Context: an optimization exercise on an open-source flow, tuned for small area. The choices shown serve that exercise and are no tape-out recipe.
Only simulation tests tie the RTL to the original design; equivalence was not proved.
Power and IR drop assume default switching activity.

## flow/design.v (module list and top-level ports; edited modules follow where they fit)
// module playfield_rotator: 1621 lines
// module rot_fa: 4 lines
// module rot_ha: 4 lines
module playfield_rotator #(
  parameter int ITER = 12,
  parameter int CW   = 11
) (
  input  logic                 clk,
  input  logic                 reset,
  input  logic [9:0]           angle,
  input  logic                 update,
  input  logic [7:0]           scale,
  output logic                 busy,
  output logic                 coef_done,
  input  logic                 pix_valid,
  input  logic signed [CW-1:0] pix_x,
  input  logic signed [CW-1:0] pix_y,
  output logic                 out_valid,
  output logic signed [CW-1:0] rx,
  output logic signed [CW-1:0] ry
);
  // ...
==> flow/run.sh <==
#!/bin/bash
# synth_recipe.tcl (not shown) runs the flow's synth.tcl, then flattens the netlist and writes it again
# the make line also repeats each setting of config.mk as NAME=value (left out here)
make -C /OpenROAD-flow-scripts/flow DESIGN_CONFIG=/design/flow/config.mk WORK_HOME=/design/flow/orfs CLKGATE_MAP_FILE= SYNTH_SCRIPT=/design/flow/synth_recipe.tcl finish
==> flow/config.mk <==
export PLATFORM = sky130hd
export DESIGN_NAME = playfield_rotator
export DESIGN_NICKNAME = playfield_rotator
export VERILOG_FILES = /design/flow/design.v
export SDC_FILE = /design/flow/constraint.sdc
export NUM_CORES = 4
export LEC_CHECK = 0
export ABC_AREA = 1
export CAP_MARGIN = 20
export CORE_MARGIN = 2
export CORE_UTILIZATION = 40
export SLEW_MARGIN = 20
export SYNTH_HIERARCHICAL = 1
export SYNTH_MINIMUM_KEEP_SIZE = 0
==> flow/constraint.sdc <==
create_clock -name core_clock -period 10.0 [get_ports {clk}]
set_input_delay 2.0000 -clock core_clock [delete_from_list [all_inputs] [get_ports {clk}]]
set_output_delay 2.0000 -clock core_clock [all_outputs]
set_load 0.01 [all_outputs]
==> flow_results.org, run 1 <==
** Logic synthesis
- Fraction of the mapped netlist area in adder cells :: roughly 40%
- A synthesized cell averages 8.58 um^2.
- Dominant combinational cell family by area after synthesis :: adder cells
- Combined area of all synthesized cells :: 24100 um^2
- The netlist uses 41 different library cells.

** Power and ir drop
- Sequential cells account for 19.0% of the total power.
- Summed over all cells, the static leakage comes to between 0.009 and 0.01 uW.
- In this run, the combinational gates consume 66.6% of the power.

** STA
- Slew Limit Fails :: 0
- Adding up every negative setup slack in the final design gives 0 ns.
- Tcrit/Tclk final :: 92.7%
- Peak clock frequency supported by timing :: 108 MHz
- The number of hold violations in the final report came to 0.
- Across all setup checks in the final design, the least slack found is ~0.73 ns.
- At the pin with the least slew margin, the transition time is 1.03 ns.

** Route
- Across all layers, the routed design uses 22700 vias.
- Post-route DRC violation count :: 0

** GRT
- M3 GR Usage :: 8.23%
- Summed over all layers, the global routing overflow is 0.
- Global routing used 29.7% of the available tracks.

** Setup path
- Worst reg-to-reg path cell count :: 29
- Gate family responsible for the most delay along the worst path :: adder cells

** Min path
- The worst hold path terminates at v2$_DFF_P_.

** Placement
- Pre-CTS setup slack :: 0.787 ns

** Clocking
- Post-CTS timing repair inserted 0 buffers for setup.
- For this design, the CTS-stage hold fixing added 0 buffers.

** Run status
- Status :: finished clean

** Final layout
- Clock-cell share :: 3.42%
- After routing the design area is 26500 um^2.
==> run 2, diff against run 1 <==
==> flow/flow/run.sh (new file) <==
#!/bin/bash
# The standard layout (standard.sh), with two changes:
#  - the port buffers are the smallest buffer cell (buf_1);
#  - clock tree synthesis clusters up to 30 sinks per leaf buffer and inserts no
#    dummy loads.
# standard.sh's full output goes to standard.log; ORFS keeps each step's log
# under orfs/logs.
set -e
export BUFFER_PORTS_ARGS="-buffer_cell sky130_fd_sc_hd__buf_1"
export CTS_ARGS="-sink_clustering_enable -repair_clock_nets -sink_clustering_size 30 -sink_clustering_max_diameter 100 -dont_use_dummy_load"
bash standard.sh > standard.log 2>&1
==> flow/standard.sh (new file) <==
#!/bin/bash
# synth_recipe.tcl (not shown) runs the flow's synth.tcl, then flattens the netlist and writes it again
# the make line also repeats each setting of config.mk as NAME=value (left out here)
make -C /OpenROAD-flow-scripts/flow DESIGN_CONFIG=/design/flow/config.mk WORK_HOME=/design/flow/orfs CLKGATE_MAP_FILE= SYNTH_SCRIPT=/design/flow/synth_recipe.tcl "${@:-finish}"
removed: flow/run.sh
==> run 2 against run 1 <==
Against the previous run: critical endpoint is now cy[15]$_SDFF_PP0_; die area unchanged; highest routed layer is now met4; still clean on timing, DRC and antenna; setup slack gained 0.048 ns; clock skew rose by 0.057 ns; critical path type unchanged; clock power down 44%.
==> flow_results.org, run 2 <==
** STA
- Worst slew pin tran :: 1.09 ns (was 1.03 ns)
- Post-route minimum period :: 9.23 ns (was 9.27 ns)
- Final setup skew :: 0.0850 ns (was 0.0284 ns)
- RSZ-0062 raised after global routing :: false (unchanged)
- TNS Setup :: 0 ns (unchanged)
- Final worst setup slack :: 0.773 ns (was 0.725 ns)
- Worst hold slack :: 0.411 ns (was 0.403 ns)
- Peak clock frequency supported by timing :: 108 MHz (about the same)
- Tcrit/Tclk final :: 92.3% (was 92.7%)
- The number of hold violations in the final report came to 0 (unchanged).
- The relative max-transition margin was 26.6% (was 31.2%).
- The total count of max-transition violations in the final report came to 0 (unchanged).
- The count of final setup violators came to 0 (unchanged).

** Power and ir drop
- The switching part of the total power was 53.1% (was 50.3%).
- The total power was 6440 uW (was 6990 uW).
- Proportion of power drawn by the clock network :: 8.8% (was 14.4%)
- The power density over cell area came to 253 nW/um^2 (was 264 nW/um^2).
- The leakage component of the power was 0.00863 uW (was 0.00912 uW).
- Power spent charging and discharging nets :: 3420 uW (was 3520 uW)
- The total internal power came to 3020 uW (was 3470 uW).
- The part of the total power dissipated in sequential elements was 20.4% (was 19.0%).
- The combinational group share of total power is 70.8% (was 66.6%).
- The largest voltage drop on the vdd net was 0.490 mV (was 0.326 mV).

** GRT
- Total routing usage reported by global routing :: 29.0% (was 29.7%)
- The number of global-route vias before repair came to 23100 (was 23200).
- Grt ovf :: 0 (unchanged)
- Antenna violations before repair :: 0 (was 2)
- The pin count of the biggest net entering global routing was 54 (was 66).
- Wire length of the first global-routing pass :: 141 mm (was 143 mm)

** Clocking
- # clock sinks :: 205 (unchanged)
- Max Buffers Root-to-Sink :: 3 (unchanged)
- Post-CTS Hold Fix Bufs :: 0 (unchanged)
- The clock-pin slew on the worst setup and hold paths is 0.11 ns (was 0.06 ns).
- Maximum level of the CTS H-tree :: 1 (unchanged)
- The post-CTS repair timing setup buffer count came to 0 (unchanged).
- The TritonCTS clock tree is yes (unchanged).
- Number of gates given a new drive strength after cts :: 0 (unchanged)
- Number of buffers created by CTS :: 14 (was 25)
- Latest clock arrival within the worst-skew pair :: 0.55 ns (was 0.56 ns)
- CTS root buf :: sky130_fd_sc_hd__clkbuf_16 (unchanged)

** Setup path
- The path type of the worst setup path is reg -> reg (unchanged).
- The largest stage delay on the critical path came to 0.66 ns (was 0.58 ns).
- Kind of launch point of the worst setup path :: flop (unchanged)
- The most prevalent standard cell on the critical path was sky130_fd_sc_hd__fa_1 (unchanged).
- Worst reg-to-reg path cell count :: 29 (unchanged)
- The arrival time at the worst endpoint is 9.64 ns (was 9.73 ns).
- The data required time of the worst path was 10.42 ns (was 10.46 ns).
- Largest fanout of any net on the critical path :: 30 (was 19)
- Cell at the slowest stage of the critical path :: sky130_fd_sc_hd__dfxtp_2 (was sky130_fd_sc_hd__fa_1)
- The nature of the critical path endpoint is a flop (unchanged).

** Final layout
- The count of antenna diodes in the layout came to 0 (unchanged).
- Fraction of final layout cells with drive strength greater than 1 :: 5.60% (was 6.68%)
- The commonest non-fill, non-tap cell in the layout is sky130_fd_sc_hd__fa_1 (unchanged).
- The post-synthesis to final-layout area growth is 5.54% (was 9.71%).
- Commonest cells after routing, fill and taps aside :: sky130_fd_sc_hd__fa_1, sky130_fd_sc_hd__nand2_1, sky130_fd_sc_hd__a21oi_1, sky130_fd_sc_hd__o22ai_1, sky130_fd_sc_hd__dfxtp_1 (unchanged)
- Count of fill cells added during filler insertion :: 5982 (was 5887)
- Registers with the highest flip-flop counts :: px_q (23), py_q (23), e (17) (unchanged)
- Number of nets in the layout :: 3297 (was 3312)

** Logic synthesis
- The most numerous cell in the Yosys netlist is sky130_fd_sc_hd__fa_1 (unchanged).
- The fraction of synthesis flops using an asynchronous set or reset pin came to 0% (unchanged).
- The library cell with the largest summed area after synthesis is sky130_fd_sc_hd__fa_1 (unchanged).
- Area share of the largest cell type after synthesis :: 36.7% (unchanged)
- Dominant synthesized flop cell :: sky130_fd_sc_hd__dfxtp_1 (unchanged)
- The number of enable-type register cells in the synthesized netlist is 10 (unchanged).
- The fraction of the yosys area taken by sequential cells came to 17.4% (unchanged).
- Combined area of all synthesized cells :: 24100 um^2 (unchanged)
- Largest cells by area after synthesis :: sky130_fd_sc_hd__fa_1, sky130_fd_sc_hd__dfxtp_1, sky130_fd_sc_hd__a21oi_1 (unchanged)
- The synthesis warning total is 7 (unchanged).
- The flop and latch count out of synthesis is 205 (unchanged).
- The gate count of the mapped netlist came to 2813 (unchanged).
- The number of unique standard cell types used by synthesis is 41 (unchanged).
- Cell types with the highest counts after synthesis: sky130_fd_sc_hd__fa_1, sky130_fd_sc_hd__nand2_1, sky130_fd_sc_hd__a21oi_1 (unchanged).
- Average size of a mapped cell :: 8.58 um^2 (unchanged)

** Floorplanning
- The number of top-level design ports was 69 (unchanged).
- The height of the die came to 250 um (unchanged).
- Horizontal extent of the die :: 250 um (unchanged)
- Area of the core :: 60000 um^2 (unchanged)
- Floorplan row count :: 90 (unchanged)
- Die ar. :: 62300 um^2 (unchanged)
- Initial Util :: 40.2% (unchanged)

** Route
- Routed wire length :: 90.5 mm (was 93.0 mm)
- The remaining antenna violation count was 0 (unchanged).
- The average routed wire per standard cell is 25.6 um (was 26.1 um).
- Number of vias after detailed routing :: 22800 (was 22700)
- 1st-iter DRT viols :: 3658 (was 3224)
- The total iterations of the first detailed-routing run is 9 (was 10).
- The via-per-instance ratio is 6.45 (was 6.38).
- Post-route DRC violation count :: 0 (unchanged)

** Placement
- The minimum setup slack after placement came to 0.850 ns (was 0.787 ns).
- Weighted congestion at the end of routability-driven global placement :: 1.00 (was 1.04)
- The detailed placement HPWL came to 68.1 mm (was 70.3 mm).
- Count of input and output buffers :: 68 (unchanged)

** Min path
- The kind of path behind the tightest hold check was reg -> reg (unchanged).
- Worst Hold Depth :: 2 (unchanged)

** Run status
- Status :: finished clean (unchanged)

** Flow run
- The max-capacitance violation count was 0 (unchanged).
[run 2: cell counts after synthesis]
No cell type changed its count.
[run 2: area by class of cell]
class | instances | area (um^2) | share of cell area, %
inverter | 221 | 830 | 3.26
clock buffer | 14 | 350 | 1.38
timing repair buffer | 161 | 955 | 3.75
multi-input combinational | 2148 | 18100 | 71.3
sequential | 205 | 4210 | 16.5
tap | 782 | 978 | 3.84
[run 2: metrics by stage]
step	util, %	cells	area, um^2
global route	42.4	3531	25500
floorplan	-	2813	24100
CTS	42.4	3531	25500
finish	42.4	3531	25500
global placement	41.8	3517	25100
detailed placement	41.8	3517	25100
[run 2: worst paths after layout]
| path | start | slack [ns] | to |
|---|---|---|---|
| hold reg to reg | v1$_DFF_P_ | 0.41 | v2$_DFF_P_ |
| hold / removal | v1$_DFF_P_ | 0.41 | v2$_DFF_P_ |
| setup reg to reg | t[0]$_SDFFE_PP0P_ | 0.77 | cy[15]$_SDFF_PP0_ |
| setup / recovery | t[0]$_SDFFE_PP0P_ | 0.77 | cy[15]$_SDFF_PP0_ |
[run 2: power by group through the flow]
stage | combinational [uW] | sequential [uW] | clock [uW]
3_3_place_gp | 4430 | 1320 | 0
6_report | 4560 | 1310 | 566
2_1_floorplan | 2850 | 1210 | 0
3_5_place_dp | 4500 | 1320 | 0
4_1_cts | 4540 | 1310 | 580
5_1_grt | 5050 | 1330 | 607
[run 2: kinds of logic after synthesis]
logic type / after synthesis / share of synthesized area (%)
compound gates: 937 / 22.5
xor+xnor: 37 / 1.42
fa+ha+maj: 502 / 39.8
buf+inv: 460 / 7.42
flops: 205 / 17.4
mux: 1 / 0.0415
simple gates: 671 / 11.4
[run 2: per-layer routing]
layer / up-vias / wire (um) / global-route usage [%] / part of all wire (%)
li1: 9461 / - / - / -
met5: - / 0 / 0 / 0
met4: 0 / 4900 / 13.0 / 5.4
met1: 11200 / 35700 / 39.2 / 39
met3: 406 / 10400 / 6.97 / 11
met2: 1737 / 39600 / 44.4 / 44
[run 2: worst max-delay path, delay by kind of cell (launching register included)]
kind	cells	cell delay [ns]
buffers and inverters	4	0.77
adders and majority gates	16	6.35
DFF	1	0.66
and+or+nand+nor	8	1.14
xor gates and xnor gates	1	0.20
[run 2: modules after synthesis, one instance, submodules excluded]
module / flops+latches / times used / cells / area [um^2]
playfield_rotator: 205 / 1 / 2348 / 15000
rot_fa: 0 / 442 / 1 / 20.0
rot_ha: 0 / 23 / 1 / 12.5
==> run 3, diff against run 2 <==
==> flow/flow/run.sh (replaced) <==
#!/bin/bash
# The standard layout (standard.sh), with these changes:
#  - the port buffers are the smallest buffer cell (buf_1);
#  - clock tree synthesis clusters up to 20 sinks per clkbuf_8 leaf buffer and inserts no
#    dummy loads.
# standard.sh's full output goes to standard.log; ORFS keeps each step's log
# under orfs/logs.
set -e
export BUFFER_PORTS_ARGS="-buffer_cell sky130_fd_sc_hd__buf_1"
export REMOVE_ABC_BUFFERS=1
export CTS_ARGS="-sink_clustering_enable -repair_clock_nets -sink_clustering_size 20 -sink_clustering_max_diameter 80 -buf_list sky130_fd_sc_hd__clkbuf_8 -root_buf sky130_fd_sc_hd__clkbuf_16 -dont_use_dummy_load"
bash standard.sh > standard.log 2>&1
--- a/flow/config.mk
+++ b/flow/config.mk
@@ -9,6 +9,7 @@
 export CAP_MARGIN = 20
 export CORE_MARGIN = 2
 export CORE_UTILIZATION = 40
+export GPL_TIMING_DRIVEN = 0
 export SLEW_MARGIN = 20
 export SYNTH_HIERARCHICAL = 1
 export SYNTH_MINIMUM_KEEP_SIZE = 0
==> run 3 against run 2 <==
Against the previous run: still clean on timing, DRC and antenna; worst hold slack better by 0.0010 ns; core utilization down 0.64 points; total power down 9.9%; die area unchanged; routed wire length down 5.2%; register-to-register slack worse by 0.38 ns; count of clock-buffer cells in the layout up 4; first-iteration DRC count down 11%; design area down 1.5%; flip-flop and latch count unchanged; final cell count down 2.1%; critical path type unchanged; largest power group unchanged.
==> flow_results.org, run 3 <==
** Logic synthesis
- FF+latch count, synth :: 205 (unchanged)
- Average size of a mapped cell :: 8.58 um^2 (unchanged)
- The gate count of the mapped netlist is 2813 (unchanged).
- The number of enable-type register cells in the synthesized netlist was 10 (unchanged).
- Dominant synthesized flop cell :: sky130_fd_sc_hd__dfxtp_1 (unchanged)
- Unique masters post-synth :: 41 (unchanged)
- Most common cell in the synthesized netlist :: sky130_fd_sc_hd__fa_1 (unchanged)
- Post-synthesis cell type with the largest combined area :: sky130_fd_sc_hd__fa_1 (unchanged)
- The fraction of synthesis flops using an asynchronous set or reset pin was 0% (unchanged).
- Cell types with the highest counts after synthesis :: sky130_fd_sc_hd__fa_1, sky130_fd_sc_hd__nand2_1, sky130_fd_sc_hd__a21oi_1 (unchanged)
- Largest cells by area after synthesis: sky130_fd_sc_hd__fa_1, sky130_fd_sc_hd__dfxtp_1, sky130_fd_sc_hd__a21oi_1 (unchanged).
- The synthesis warning total is 7 (unchanged).
- The area share of the leading cell type in the synthesized netlist was 36.7% (unchanged).
- Combined area of all synthesized cells :: 24100 um^2 (unchanged)
- Sequential fraction of the synthesis area :: 17.4% (unchanged)

** Setup path
- Worst path most repeated cell :: sky130_fd_sc_hd__fa_1 (unchanged)
- The data required time of the worst path came to 10.42 ns (about the same).
- Longest individual stage delay on the worst path :: 0.60 ns (was 0.66 ns)
- The nature of the critical path endpoint is a flop (unchanged).
- The arrival time at the worst endpoint is 10.03 ns (was 9.64 ns).
- The cell at the slowest stage of the critical path was sky130_fd_sc_hd__dfxtp_4 (was sky130_fd_sc_hd__dfxtp_2).
- The minimum setup slack among reg-to-reg paths is 0.39 ns (was 0.77 ns).
- Classification of the worst setup path :: reg -> reg (unchanged)
- The category of the worst setup path launch point is a flop (unchanged).
- Largest fanout of any net on the critical path :: 27 (was 30)

** Route
- Routed length on met2 :: 37.8 mm (was 39.6 mm)
- The total via count after detailed routing is 22000 (was 22800).
- The total iterations of the first detailed-routing run came to 11 (was 9).
- Routed length per instance :: 24.8 um (was 25.6 um)
- The highest routed metal layer is met4 (unchanged).
- The DRC violation count after routing came to 0 (unchanged).
- Length of routed wiring on met1 :: 34.1 mm (was 35.7 mm)
- Detail Route Antenna Nets :: 0 (unchanged)
- The sum of routed wire length over all layers is 85.8 mm (was 90.5 mm).
- Met3 wire length :: 10.0 mm (was 10.4 mm)
- 1st-iter DRT viols :: 3253 (was 3658)
- Number of vias per cell :: 6.37 (was 6.45)

** STA
- RSZ-0062 raised after global routing: false (unchanged).
- Final setup violation count :: 0 (unchanged)
- Final worst setup slack :: 0.389 ns (was 0.773 ns)
- Worst hold slack :: 0.412 ns (was 0.411 ns)
- The relative max-transition margin came to 20.4% (was 26.6%).
- The total count of max-transition violations in the final report is 0 (unchanged).
- Peak clock frequency supported by timing :: 104 MHz (was 108 MHz)
- Post-route minimum period :: 9.61 ns (was 9.23 ns)
- The post-route fraction of the period consumed by the critical path came to 96.1% (was 92.3%).
- The number of hold violations in the final report came to 0 (unchanged).
- The final clock skew came to 0.0658 ns (was 0.0850 ns).
- The slew at the pin with the worst max-slew slack is 1.19 ns (was 1.09 ns).

** Power and ir drop
- The power density over cell area came to 231 nW/um^2 (was 253 nW/um^2).
- The total power was 5800 uW (was 6440 uW).
- Maximum VDD drop :: 0.327 mV (was 0.490 mV)
- The leakage component of the power is 0.00830 uW (was 0.00863 uW).

** Final layout
- Registers with the highest flip-flop counts: px_q (23), py_q (23), e (17) (unchanged).
- Post-route standard cell area excluding fillers :: 25100 um^2 (was 25500 um^2)
- The number of fill cells in the layout is 5935 (was 5982).
- Non-filler cells in the finished layout :: 3458 (was 3531)
- Most common library cell in the layout ignoring fill and taps :: sky130_fd_sc_hd__fa_1 (unchanged)
- The count of antenna diodes in the layout is 0 (unchanged).
- Fraction of final layout cells with drive strength greater than 1 :: 4.00% (was 5.60%)
- Register Area :: 4210 um^2 (about the same)
- The area of combinational cells with multiple inputs is 18300 um^2 (was 18100 um^2).
- Area growth from synthesis to layout :: 3.96% (was 5.54%)
- Number of nets in the layout :: 3224 (was 3297)
- Commonest cells after routing, fill and taps aside :: sky130_fd_sc_hd__fa_1, sky130_fd_sc_hd__nand2_1, sky130_fd_sc_hd__a21oi_1, sky130_fd_sc_hd__o22ai_1, sky130_fd_sc_hd__dfxtp_1 (unchanged)

** Run status
- Status: finished clean (unchanged).

** Clocking
- Post-CTS Hold Fix Bufs :: 0 (unchanged)
- # clock sinks :: 205 (unchanged)
- The number of H-tree levels was 1 (unchanged).
- The latest clock arrival within the worst-skew pair was 0.53 ns (was 0.55 ns).
- Number of buffers created by CTS :: 18 (was 14)
- The TritonCTS clock tree is yes (unchanged).
- Max Buffers Root-to-Sink :: 3 (unchanged)
- CTS root buf :: sky130_fd_sc_hd__clkbuf_16 (unchanged)
- The clock-pin slew on the worst setup and hold paths was 0.10 ns (was 0.11 ns).

** Floorplanning
- Area of the core :: 60000 um^2 (unchanged)
- The number of top-level design ports came to 69 (unchanged).
- Die ar. :: 62300 um^2 (unchanged)
- Die height :: 250 um (unchanged)
- Initial Util :: 40.2% (unchanged)
- The x dimension of the die came to 250 um (unchanged).
- The row count came to 90 (unchanged).

** Placement
- Weighted congestion at the end of routability-driven global placement :: 0.928 (was 1.00)
- Detailed placement HPWL :: 62.0 mm (was 68.1 mm)
- The post-placement cell area is 24700 um^2 (was 25100 um^2).
- The number of buffers inserted by port buffering is 68 (unchanged).
- Inst Count DP :: 3433 (was 3517)
- The minimum setup slack after placement is -0.527 ns (was 0.850 ns).

** GRT
- Antenna violations before repair :: 0 (unchanged)
- The pin count of the biggest net entering global routing is 66 (was 54).
- Total routing usage reported by global routing :: 27.2% (was 29.0%)
- The global-route wire length before repair was 133 mm (was 141 mm).
- The number of global-route vias before repair was 22200 (was 23100).
- The total grt overflow is 0 (unchanged).

** Min path
- Worst hold-check path type :: reg -> reg (unchanged)

** Flow run
- The max-capacitance violation count was 0 (unchanged).
[run 3: changes by cell type in the layout (fill, tap and decap cells not counted), sizes merged]
cell | previous run | this run
buf | 160 | 80
clkbuf | 15 | 18
clkinvlp | 0 | 4
inv | 202 | 200
nand3 | 108 | 110
[run 3: where the power goes]
| part | switching (uW) | internal [uW] | total [uW] |
|---|---|---|---|
| clock network | 312 | 190 | 502 |
| registers | 230 | 1030 | 1260 |
| logic | 2410 | 1620 | 4040 |
[run 3: worst max-delay path, delay by kind of cell (launching register included)]
family / cells / cell delay [ns]
buffers and inverters: 4 / 0.56
XOR/XNOR: 1 / 0.18
AND/OR/NAND/NOR: 10 / 1.92
adder cells (fa/ha/maj): 16 / 6.22
flip-flops: 1 / 0.60
[run 3: logic make-up after synthesis]
group,Yosys count,synth area share [%]
compound gates,937,22.5
xor+xnor,37,1.42
simple gates,671,11.4
fa+ha+maj,502,39.8
flops,205,17.4
mux,1,0.0415
buf+inv,460,7.42
[run 3: layout make-up]
| class | instances | share of cell area, % |
|---|---|---|
| Sequential cell | 205 | 16.8 |
| Timing Repair inverter | 2 | 0.0399 |
| Timing Repair Buffer | 80 | 1.94 |
| Multi-Input combinational cell | 2150 | 72.9 |
| Inverter | 221 | 3.34 |
| Tap cell | 782 | 3.90 |
| Clock buffer | 18 | 1.12 |
[run 3: timing repair]
| action | 4_1_cts | 5_1_grt |
|---|---|---|
| pin swaps | 1 | 1 |
| setup buffers | 2 | 0 |
| gates cloned | 3 | 1 |
| endpoints found under the setup margin | 5 | 4 |
| resized for setup | 3 | 3 |
[run 3: layer usage]
metal,up-vias,global-route usage [%]
met2,1629,41.9
met5,-,0.232
li1,9313,-
met4,0,10.4
met1,10800,37.0
met3,281,6.51
[run 3: path summary, 6_finish.rpt]
kind	start	cells after the start	end
hold / removal	v1$_DFF_P_	2	v2$_DFF_P_
setup reg to reg	t[0]$_SDFFE_PP0P_	31	e[16]$_SDFFE_PP0P_
setup / recovery	t[0]$_SDFFE_PP0P_	31	e[16]$_SDFFE_PP0P_
hold reg to reg	v1$_DFF_P_	2	v2$_DFF_P_
[run 3: through the flow]
| step | utilization (%) | setup TNS [ns] |
|---|---|---|
| finish | 41.8 | 0 |
| global route | 41.8 | 0 |
| CTS | 41.7 | 0 |
| detailed placement | 41.2 | -1.92 |
| global placement | 40.6 | -33.01 |
| floorplan | - | -0.201 |
[run 3: modules after synthesis (local to each module, per instance)]
module             cells  flops+latches
rot_fa                 1              0
playfield_rotator   2348            205
rot_ha                 1              0
==> run 4, diff against run 3 <==
==> flow/flow/run.sh (replaced) <==
#!/bin/bash
# The standard layout (standard.sh), with these changes:
#  - the port buffers are the smallest buffer cell (buf_1);
#  - clock tree synthesis clusters up to 25 sinks per leaf buffer and inserts no
#    dummy loads.
# standard.sh's full output goes to standard.log; ORFS keeps each step's log
# under orfs/logs.
set -e
export BUFFER_PORTS_ARGS="-buffer_cell sky130_fd_sc_hd__buf_1"
export REMOVE_ABC_BUFFERS=1
export CTS_ARGS="-sink_clustering_enable -repair_clock_nets -sink_clustering_size 25 -sink_clustering_max_diameter 100 -dont_use_dummy_load"
bash standard.sh > standard.log 2>&1
--- a/flow/config.mk
+++ b/flow/config.mk
@@ -8,7 +8,7 @@
 export ABC_AREA = 1
 export CAP_MARGIN = 20
 export CORE_MARGIN = 2
-export CORE_UTILIZATION = 40
+export CORE_UTILIZATION = 55
 export GPL_TIMING_DRIVEN = 0
 export SLEW_MARGIN = 20
 export SYNTH_HIERARCHICAL = 1
==> run 4 against run 3 <==
Against the previous run: clock skew decreased by 0.0031 ns; still clean; fmax fell by 0.54%; global-route usage up 13 points; routed wire length up 4.2%; core utilization up 16 points; critical endpoint unchanged; combinational power up 12%.
==> flow_results.org, run 4 <==
** Route
- Routed wire length :: 89.5 mm (was 85.8 mm)
- The average routed wire per standard cell was 27.4 um (was 24.8 um).
- The remaining antenna violation count is 0 (unchanged).
- First-pass DRT Iterations :: 6 (was 11)
- Post-route DRC violation count :: 0 (unchanged)
- The DRC violation total after the first TritonRoute iteration came to 3486 (was 3253).
- Number of vias after detailed routing :: 22600 (was 22000)
- Number of vias per cell :: 6.92 (was 6.37)

** Run status
- Status :: finished clean (unchanged)

** Placement
- Inst Count DP :: 3237 (was 3433)
- Weighted congestion at the end of routability-driven global placement :: 1.04 (was 0.928)
- Detailed placement HPWL :: 63.7 mm (was 62.0 mm)
- The number of buffers inserted by port buffering came to 68 (unchanged).

** Setup path
- Cell at the slowest stage of the critical path :: sky130_fd_sc_hd__dfxtp_4 (unchanged)
- The worst reg2reg path endpoint is e[16]$_SDFFE_PP0P_ (unchanged).
- Worst path most repeated cell :: sky130_fd_sc_hd__fa_1 (unchanged)
- The minimum setup slack among reg-to-reg paths is 0.34 ns (was 0.39 ns).
- Worst flop-to-flop path startpoint :: t[0]$_SDFFE_PP0P_ (unchanged)
- The start point of the critical path was t[0]$_SDFFE_PP0P_ (unchanged).
- Data required, critical path :: 10.44 ns (was 10.42 ns)
- The category of the worst setup path launch point is a flop (unchanged).
- The nature of the critical path endpoint is a flop (unchanged).
- The arrival time at the worst endpoint came to 10.11 ns (was 10.03 ns).
- The critical-path maximum fanout is 38 (was 27).
- The path type of the worst setup path is reg -> reg (unchanged).
- Worst reg-to-reg path cell count :: 30 (was 31)
- Longest individual stage delay on the worst path :: 0.68 ns (was 0.60 ns)

** Logic synthesis
- Sequential fraction of the synthesis area :: 17.4% (unchanged)
- The library cell with the largest summed area after synthesis is sky130_fd_sc_hd__fa_1 (unchanged).
- Cell types with the highest counts after synthesis :: sky130_fd_sc_hd__fa_1, sky130_fd_sc_hd__nand2_1, sky130_fd_sc_hd__a21oi_1 (unchanged)
- Largest cells by area after synthesis :: sky130_fd_sc_hd__fa_1, sky130_fd_sc_hd__dfxtp_1, sky130_fd_sc_hd__a21oi_1 (unchanged)
- The most numerous cell in the Yosys netlist is sky130_fd_sc_hd__fa_1 (unchanged).
- Fraction of registers with async set/reset :: 0% (unchanged)
- The synthesized area was 24100 um^2 (unchanged).
- The gate count of the mapped netlist came to 2813 (unchanged).
- The area share of the leading cell type in the synthesized netlist is 36.7% (unchanged).
- The flop and latch count out of synthesis is 205 (unchanged).
- Dominant synthesized flop cell :: sky130_fd_sc_hd__dfxtp_1 (unchanged)
- The synthesis warning total is 7 (unchanged).
- Average size of a mapped cell :: 8.58 um^2 (unchanged)
- The number of enable-type register cells in the synthesized netlist is 10 (unchanged).
- Unique masters post-synth :: 41 (unchanged)

** Floorplanning
- Horizontal extent of the die :: 213 um (was 250 um)
- The total die area came to 45600 um^2 (was 62300 um^2).
- The standard cell core area is 43200 um^2 (was 60000 um^2).
- Initial Util :: 55.9% (was 40.2%)
- The number of top-level design ports was 69 (unchanged).
- The row count is 76 (was 90).
- The height of the die is 213 um (was 250 um).

** Final layout
- Most common library cell in the layout ignoring fill and taps :: sky130_fd_sc_hd__fa_1 (unchanged)
- Area of combinational cells with multiple inputs :: 18300 um^2 (about the same)
- The proportion of layout cells with a drive suffix above 1 came to 4.07% (was 4.00%).
- Commonest cells after routing, fill and taps aside :: sky130_fd_sc_hd__fa_1, sky130_fd_sc_hd__nand2_1, sky130_fd_sc_hd__a21oi_1, sky130_fd_sc_hd__o22ai_1, sky130_fd_sc_hd__dfxtp_1 (unchanged)
- Final cell utilization of the core :: 57.9% (was 41.8%)
- Non-filler cells in the finished layout :: 3265 (was 3458)
- The net total in the final layout came to 3226 (was 3224).
- Count of fill cells added during filler insertion :: 4007 (was 5935)
- Area growth from synthesis to layout :: 3.59% (was 3.96%)
- Register Area :: 4210 um^2 (unchanged)
- Registers with the highest flip-flop counts :: px_q (23), py_q (23), e (17) (unchanged)

** Power and ir drop
- The power density over cell area was 257 nW/um^2 (was 231 nW/um^2).
- Total power :: 6410 uW (was 5800 uW)
- The leakage component of the power was 0.00837 uW (was 0.00830 uW).
- Proportion of power drawn by the clock network :: 9.4% (was 8.7%)
- The combinational group share of total power came to 70.4% (was 69.6%).
- Pint :: 3050 uW (was 2840 uW)
- The largest voltage drop on the vdd net is 1.33 mV (was 0.327 mV).
- The part of the total power dissipated in sequential elements was 20.2% (was 21.8%).
- The switching part of the total power came to 52.4% (was 51.0%).
- The net switching power of the design is 3360 uW (was 2960 uW).

** Clocking
- The TritonCTS clock tree is yes (unchanged).
- Maximum level of the CTS H-tree :: 1 (unchanged)
- The number of clock buffers inserted by TritonCTS is 16 (was 18).
- Register clock-pin slew on the reported worst setup and hold paths :: 0.11 ns (was 0.10 ns)
- Max Buffers Root-to-Sink :: 3 (unchanged)
- Latest clock arrival within the worst-skew pair :: 0.55 ns (was 0.53 ns)
- CTS root buf :: sky130_fd_sc_hd__clkbuf_16 (unchanged)
- # clock sinks :: 205 (unchanged)

** GRT
- The number of global-route vias before repair is 22500 (was 22200).
- Total routing usage reported by global routing :: 39.9% (was 27.2%)
- Wire length of the first global-routing pass :: 136 mm (was 133 mm)
- The pin count of the biggest net entering global routing came to 66 (unchanged).
- Antenna violations before repair :: 3 (was 0)
- Grt ovf :: 0 (unchanged)

** STA
- The post-route fraction of the period consumed by the critical path came to 96.6% (was 96.1%).
- The final period demand of the worst path is 9.66 ns (was 9.61 ns).
- Final setup skew :: 0.0628 ns (was 0.0658 ns)
- Final setup violation count :: 0 (unchanged)
- Peak clock frequency supported by timing :: 103 MHz (was 104 MHz)
- The final hold slack came to 0.412 ns (about the same).
- RSZ-0062 raised after global routing: false (unchanged).
- The total count of max-transition violations in the final report is 0 (unchanged).
- The number of hold violations in the final report was 0 (unchanged).
- The relative max-transition margin came to 28.1% (was 20.4%).
- Worst slew pin tran :: 1.08 ns (was 1.19 ns)

** Flow run
- The max-capacitance violation count is 0 (unchanged).

** Min path
- Worst hold-check path type :: reg -> reg (unchanged)
- Worst Hold Depth :: 2 (unchanged)
- The worst hold path startpoint is v1$_DFF_P_ (unchanged).
- The destination of the worst hold path was v2$_DFF_P_ (unchanged).
[run 4: cells by family (layout without fill, tap and decap cells)]
kind of cell / Yosys count / after routing / synth area share [%]
AOI/OAI and AO/OA: 937 / 937 / 22.5
xor gates and xnor gates: 37 / 37 / 1.42
adders and majority gates: 502 / 502 / 39.8
buffers and inverters: 460 / 323 / 7.42
DFF: 205 / 205 / 17.4
muxes: 1 / 1 / 0.0415
other: 0 / 2 / 0
and+or+nand+nor: 671 / 673 / 11.4
[run 4: repair_timing]
| item | 4_1_cts | 5_1_grt |
|---|---|---|
| buffers inserted | 4 | 0 |
| hold buffers | 0 | 0 |
| pin swaps | 1 | 1 |
| cloned | 2 | 2 |
| setup endpoints to repair | 7 | 5 |
| gates resized for setup | 2 | 5 |
[run 4: how the worst max path moves through the flow]
stage	end	slack [ns]	depth (start not counted)
after floorplan	e[16]$_SDFFE_PP0P_	-0.18	28
after global placement	e[16]$_SDFFE_PP0P_	-2.49	28
after detailed placement	e[16]$_SDFFE_PP0P_	-0.59	28
after CTS	e[16]$_SDFFE_PP0P_	0.03	29
after global routing	e[16]$_SDFFE_PP0P_	0.02	30
final	e[16]$_SDFFE_PP0P_	0.34	30
[run 4: layout make-up]
type	instances	area share (%)
clock buffer	16	1.60
sequential	205	16.9
timing repair inverter	2	0.0401
inverter	221	3.35
tap	585	2.93
multi-input combinational	2150	73.1
antenna	2	0.0200
timing repair buffer	84	2.07
[run 4: worst max-delay path, delay by kind of cell, from the launching register on]
family        cells  cell delay, ns
flops             1            0.68
buf+inv           5            0.73
fa+ha+maj        17            6.70
xor+xnor          1            0.19
simple gates      7            1.20
[run 4: through the flow]
stage          setup TNS [ns]  area, um^2  setup WS [ns]
2_1_floorplan          -0.201       23200         -0.184
3_3_place_gp           -32.26       24100          -2.49
3_5_place_dp            -2.46       24400         -0.594
4_1_cts                     0       24900         0.0343
5_1_grt                     0       25000         0.0201
6_report                    0       25000          0.337
[run 4: per-module statistics from Yosys, one instance, submodules excluded]
module             cells  flops+latches  copies in the design  cell area, um^2
playfield_rotator   2348            205                     1            15000
rot_ha                 1              0                    23             12.5
rot_fa                 1              0                   442             20.0
[run 4: metal layers]
layer / share of wire [%] / track usage (%) / wire (um)
met1: 35 / 48.9 / 31100
met2: 46 / 63.1 / 40800
met5: 0 / 0 / 0
met3: 12 / 10.7 / 10800
met4: 7.6 / 24.4 / 6820
[run 4: power by group through the flow]
| stage | sequential, uW | clock, uW | combinational [uW] |
|---|---|---|---|
| final | 1290 | 605 | 4510 |
| after global routing | 1320 | 650 | 4920 |
| after CTS | 1290 | 618 | 4500 |
| after detailed placement | 1310 | 0 | 4470 |
| after global placement | 1300 | 0 | 4380 |
| after floorplan | 1220 | 0 | 2810 |
==> run 5, diff against run 4 <==
--- a/flow/config.mk
+++ b/flow/config.mk
@@ -8,7 +8,7 @@
 export ABC_AREA = 1
 export CAP_MARGIN = 20
 export CORE_MARGIN = 2
-export CORE_UTILIZATION = 55
+export CORE_UTILIZATION = 40
 export GPL_TIMING_DRIVEN = 0
 export SLEW_MARGIN = 20
 export SYNTH_HIERARCHICAL = 1
==> run 5 against run 4 <==
Against the previous run: core utilization decreased by 16 points; via count decreased by 1.6%; final cell count increased by 5.8%.
==> flow_results.org, run 5 <==
** Logic synthesis
- FF+latch count, synth :: 205 (unchanged)
- The mean post-synth cell area came to 8.58 um^2 (unchanged).
- The gate count of the mapped netlist is 2813 (unchanged).
- The fraction of the yosys area taken by sequential cells was 17.4% (unchanged).
- Fraction of registers with async set/reset :: 0% (unchanged)
- The synthesis warning total came to 7 (unchanged).
- The number of enable-type register cells in the synthesized netlist was 10 (unchanged).
- The synthesized area came to 24100 um^2 (unchanged).
- The top flip-flop cell by instance count after synthesis is sky130_fd_sc_hd__dfxtp_1 (unchanged).
- Area share of the largest cell type after synthesis :: 36.7% (unchanged)
- The most numerous cell in the Yosys netlist is sky130_fd_sc_hd__fa_1 (unchanged).
- Cell types with the highest counts after synthesis: sky130_fd_sc_hd__fa_1, sky130_fd_sc_hd__nand2_1, sky130_fd_sc_hd__a21oi_1 (unchanged).
- Post-synthesis cell type with the largest combined area :: sky130_fd_sc_hd__fa_1 (unchanged)
- Largest cells by area after synthesis: sky130_fd_sc_hd__fa_1, sky130_fd_sc_hd__dfxtp_1, sky130_fd_sc_hd__a21oi_1 (unchanged).
- The number of unique standard cell types used by synthesis is 41 (unchanged).

** Route
- First-pass DRT Iterations :: 8 (was 6)
- Detail Route Antenna Nets :: 0 (unchanged)
- The DRC violation count after routing came to 0 (unchanged).
- 1st-iter DRT viols :: 3422 (was 3486)
- Number of vias after detailed routing :: 22200 (was 22600)
- Routed length per instance :: 24.8 um (was 27.4 um)
- The sum of routed wire length over all layers came to 85.7 mm (was 89.5 mm).
- The via-per-instance ratio came to 6.43 (was 6.92).

** Floorplanning
- The row count came to 90 (was 76).
- The height of the die came to 250 um (was 213 um).
- Die ar. :: 62300 um^2 (was 45600 um^2)
- I/O pin count :: 69 (unchanged)
- Initial Util :: 40.2% (was 55.9%)
- The standard cell core area came to 60000 um^2 (was 43200 um^2).
- The x dimension of the die came to 250 um (was 213 um).

** Placement
- Count of input and output buffers :: 68 (unchanged)
- The placer's final routability congestion estimate came to 0.928 (was 1.04).
- The placed instance count came to 3433 (was 3237).
- The minimum setup slack after placement came to -0.527 ns (was -0.594 ns).
- The detailed placement HPWL is 62.0 mm (was 63.7 mm).

** Setup path
- The critical-path maximum fanout was 27 (was 38).
- Longest individual stage delay on the worst path :: 0.58 ns (was 0.68 ns)
- The arrival time at the worst endpoint is 9.96 ns (was 10.11 ns).
- Cell at the slowest stage of the critical path :: sky130_fd_sc_hd__dfxtp_4 (unchanged)
- The nature of the critical path endpoint is a flop (unchanged).
- The data required time of the worst path was 10.39 ns (was 10.44 ns).
- The category of the worst setup path launch point is a flop (unchanged).
- The most prevalent standard cell on the critical path is sky130_fd_sc_hd__fa_1 (unchanged).
- The gate family responsible for the most delay along the worst path was adder cells (unchanged).
- The count of buffering cells on the critical path with inverters included was 4 (was 5).
- The path type of the worst setup path is reg -> reg (unchanged).

** Final layout
- Non-filler cells in the finished layout :: 3454 (was 3265)
- The count of antenna diodes in the layout came to 0 (was 2).
- The proportion of layout cells with a drive suffix above 1 came to 3.85% (was 4.07%).
- Area growth from synthesis to layout :: 4.24% (was 3.59%)
- The net total in the final layout is 3220 (was 3226).
- Registers with the highest flip-flop counts: px_q (23), py_q (23), e (17) (unchanged).
- The commonest non-fill, non-tap cell in the layout is sky130_fd_sc_hd__fa_1 (unchanged).
- Commonest cells after routing, fill and taps aside: sky130_fd_sc_hd__fa_1, sky130_fd_sc_hd__nand2_1, sky130_fd_sc_hd__a21oi_1, sky130_fd_sc_hd__o22ai_1, sky130_fd_sc_hd__dfxtp_1 (unchanged).

** STA
- Post-route minimum period :: 9.56 ns (was 9.66 ns)
- Headroom to the max-slew limit :: 20.0% (was 28.1%)
- The count of final setup violators came to 0 (unchanged).
- The least setup slack across all paths after layout is 0.435 ns (was 0.337 ns).
- Tcrit/Tclk final :: 95.6% (was 96.6%)
- RSZ-0062 raised after global routing: false (unchanged).
- TNS Setup :: 0 ns (unchanged)
- Worst hold slack :: 0.407 ns (was 0.412 ns)
- Worst slew pin tran :: 1.20 ns (was 1.08 ns)
- Slew Limit Fails :: 0 (unchanged)
- The number of hold violations in the final report came to 0 (unchanged).
- The maximum clock rate was 105 MHz (was 103 MHz).
- Final setup skew :: 0.0538 ns (was 0.0628 ns)

** GRT
- Grt ovf :: 0 (unchanged)
- Total routing usage reported by global routing :: 27.2% (was 39.9%)
- Vias in the first global route :: 22100 (was 22500)
- The pin count of the biggest net entering global routing came to 66 (unchanged).
- The global-route wire length before repair is 133 mm (was 136 mm).
- Antenna violations before repair :: 0 (was 3)

** Flow run
- Total of max-cap violations :: 0 (unchanged)

** Clocking
- The number of H-tree levels was 1 (unchanged).
- TritonCTS clock tree :: yes (unchanged)
- Number of buffers created by CTS :: 14 (was 16)
- The latest clock arrival within the worst-skew pair was 0.54 ns (was 0.55 ns).
- Register clock-pin slew on the reported worst setup and hold paths :: 0.07 ns (was 0.11 ns)
- # clock sinks :: 205 (unchanged)
- The hold buffer count at CTS came to 0 (unchanged).
- The maximum clock insertion buffer count was 3 (unchanged).
- CTS root buf :: sky130_fd_sc_hd__clkbuf_16 (unchanged)

** Min path
- The kind of path behind the tightest hold check was reg -> reg (unchanged).

** Power and ir drop
- Maximum VDD drop :: 0.321 mV (was 1.33 mV)
- Leakage component of the power :: 0.00833 uW (was 0.00837 uW)
- The power density over cell area is 233 nW/um^2 (was 257 nW/um^2).

** Run status
- Status :: finished clean (unchanged)
[run 5: cell counts after synthesis]
No cell type changed its count.
[run 5: area by class of cell]
cell class | count | area [um^2]
clock buffers | 14 | 350
fillers | 5924 | 34900
inverters | 221 | 837
multi-input cells | 2150 | 18300
flip-flops and latches | 205 | 4210
well taps | 782 | 978
repair buffers | 80 | 487
repair inverters | 2 | 10.0
[run 5: timing repair]
item | in CTS | in global routing
setup buffers | 2 | 0
pin swaps | 1 | 1
setup endpoints to repair | 5 | 4
resized for setup | 3 | 3
cloned | 3 | 1
[run 5: through the flow]
step | utilization [%] | instance area (um^2) | total power, uW
5_1_grt | 41.9 | 25100 | 6470
3_5_place_dp | 41.2 | 24700 | 5310
6_report | 41.9 | 25100 | 5860
3_3_place_gp | 40.6 | 24400 | 5220
2_1_floorplan | - | 23200 | 4020
4_1_cts | 41.8 | 25100 | 5910
[run 5: metal layers]
layer	wire length, um	vias to the layer above	track usage, %
li1	-	9320	-
met5	0	-	0
met3	9710	339	6.10
met2	37500	1700	41.8
met1	34000	10900	37.3
met4	4440	0	11.1
[run 5: final timing paths]
kind	startpoint	endpoint	slack, ns	cells past startpoint
setup / recovery	t[0]$_SDFFE_PP0P_	e[16]$_SDFFE_PP0P_	0.44	31
setup reg to reg	t[0]$_SDFFE_PP0P_	e[16]$_SDFFE_PP0P_	0.44	31
hold / removal	v1$_DFF_P_	v2$_DFF_P_	0.41	2
hold reg to reg	v1$_DFF_P_	v2$_DFF_P_	0.41	2
[run 5: cell families (layout without fill, tap and decap cells)]
| group | after synthesis | in the layout | synth area share [%] |
|---|---|---|---|
| AOI/OAI and AO/OA | 937 | 937 | 22.5 |
| adders and majority gates | 502 | 502 | 39.8 |
| muxes | 1 | 1 | 0.0415 |
| xor gates and xnor gates | 37 | 37 | 1.42 |
| DFF | 205 | 205 | 17.4 |
| buffers and inverters | 460 | 317 | 7.42 |
| and+or+nand+nor | 671 | 673 | 11.4 |
[run 5: where the power goes]
group / switching [uW] / internal, uW
logic: 2410 / 1620
clock network: 312 / 251
registers: 230 / 1030
total: 2950 / 2910
[run 5: worst reg2reg max path: cells and delay by family, from the launching register on]
| kind | cells | cell delay (ns) |
|---|---|---|
| and+or+nand+nor | 10 | 1.90 |
| adders and majority gates | 16 | 6.23 |
| DFF | 1 | 0.58 |
| buffers and inverters | 4 | 0.57 |
| xor gates and xnor gates | 1 | 0.18 |
[run 5: modules after synthesis (local to each module, per instance)]
module,cells inside,cell area (um^2)
playfield_rotator,2348,15000
rot_fa,1,20.0
rot_ha,1,12.5

[afterwards: timing with drivers on the ports]
Ports are ideal in the flow. The routed layouts listed here were re-timed in OpenROAD. Step 1, drivers: a clkbuf_16 drives clk and a buf_2 each remaining input, both assumed. Step 2 adds t to the input delays and takes it off the output delays; t is the mean of the earliest and latest rising clock arrival at the registers after step 1. Input paths then give back, and output paths get back, about the clock's delay inside the block. Slacks: ideal / step 1 / step 2; pairs: ideal / step 1.
| run | t (ns) | setup slack, ns | latest minus earliest clock arrival (ns) | worst register clock-pin slew, ns |
|---|---|---|---|---|
| run 1 | 0.604 | 0.725 / 0.725 / 0.725 | 0.029 / 0.028 | 0.07 / 0.07 |
| run 2 | 0.560 | 0.773 / 0.773 / 0.773 | 0.085 / 0.085 | 0.12 / 0.12 |
| run 3 | 0.556 | 0.389 / 0.389 / 0.389 | 0.066 / 0.066 | 0.13 / 0.13 |
| run 4 | 0.580 | 0.337 / 0.337 / 0.337 | 0.062 / 0.063 | 0.11 / 0.11 |
| run 5 | 0.566 | 0.435 / 0.435 / 0.435 | 0.054 / 0.054 | 0.12 / 0.12 |
After both steps every run listed still meets setup and hold.
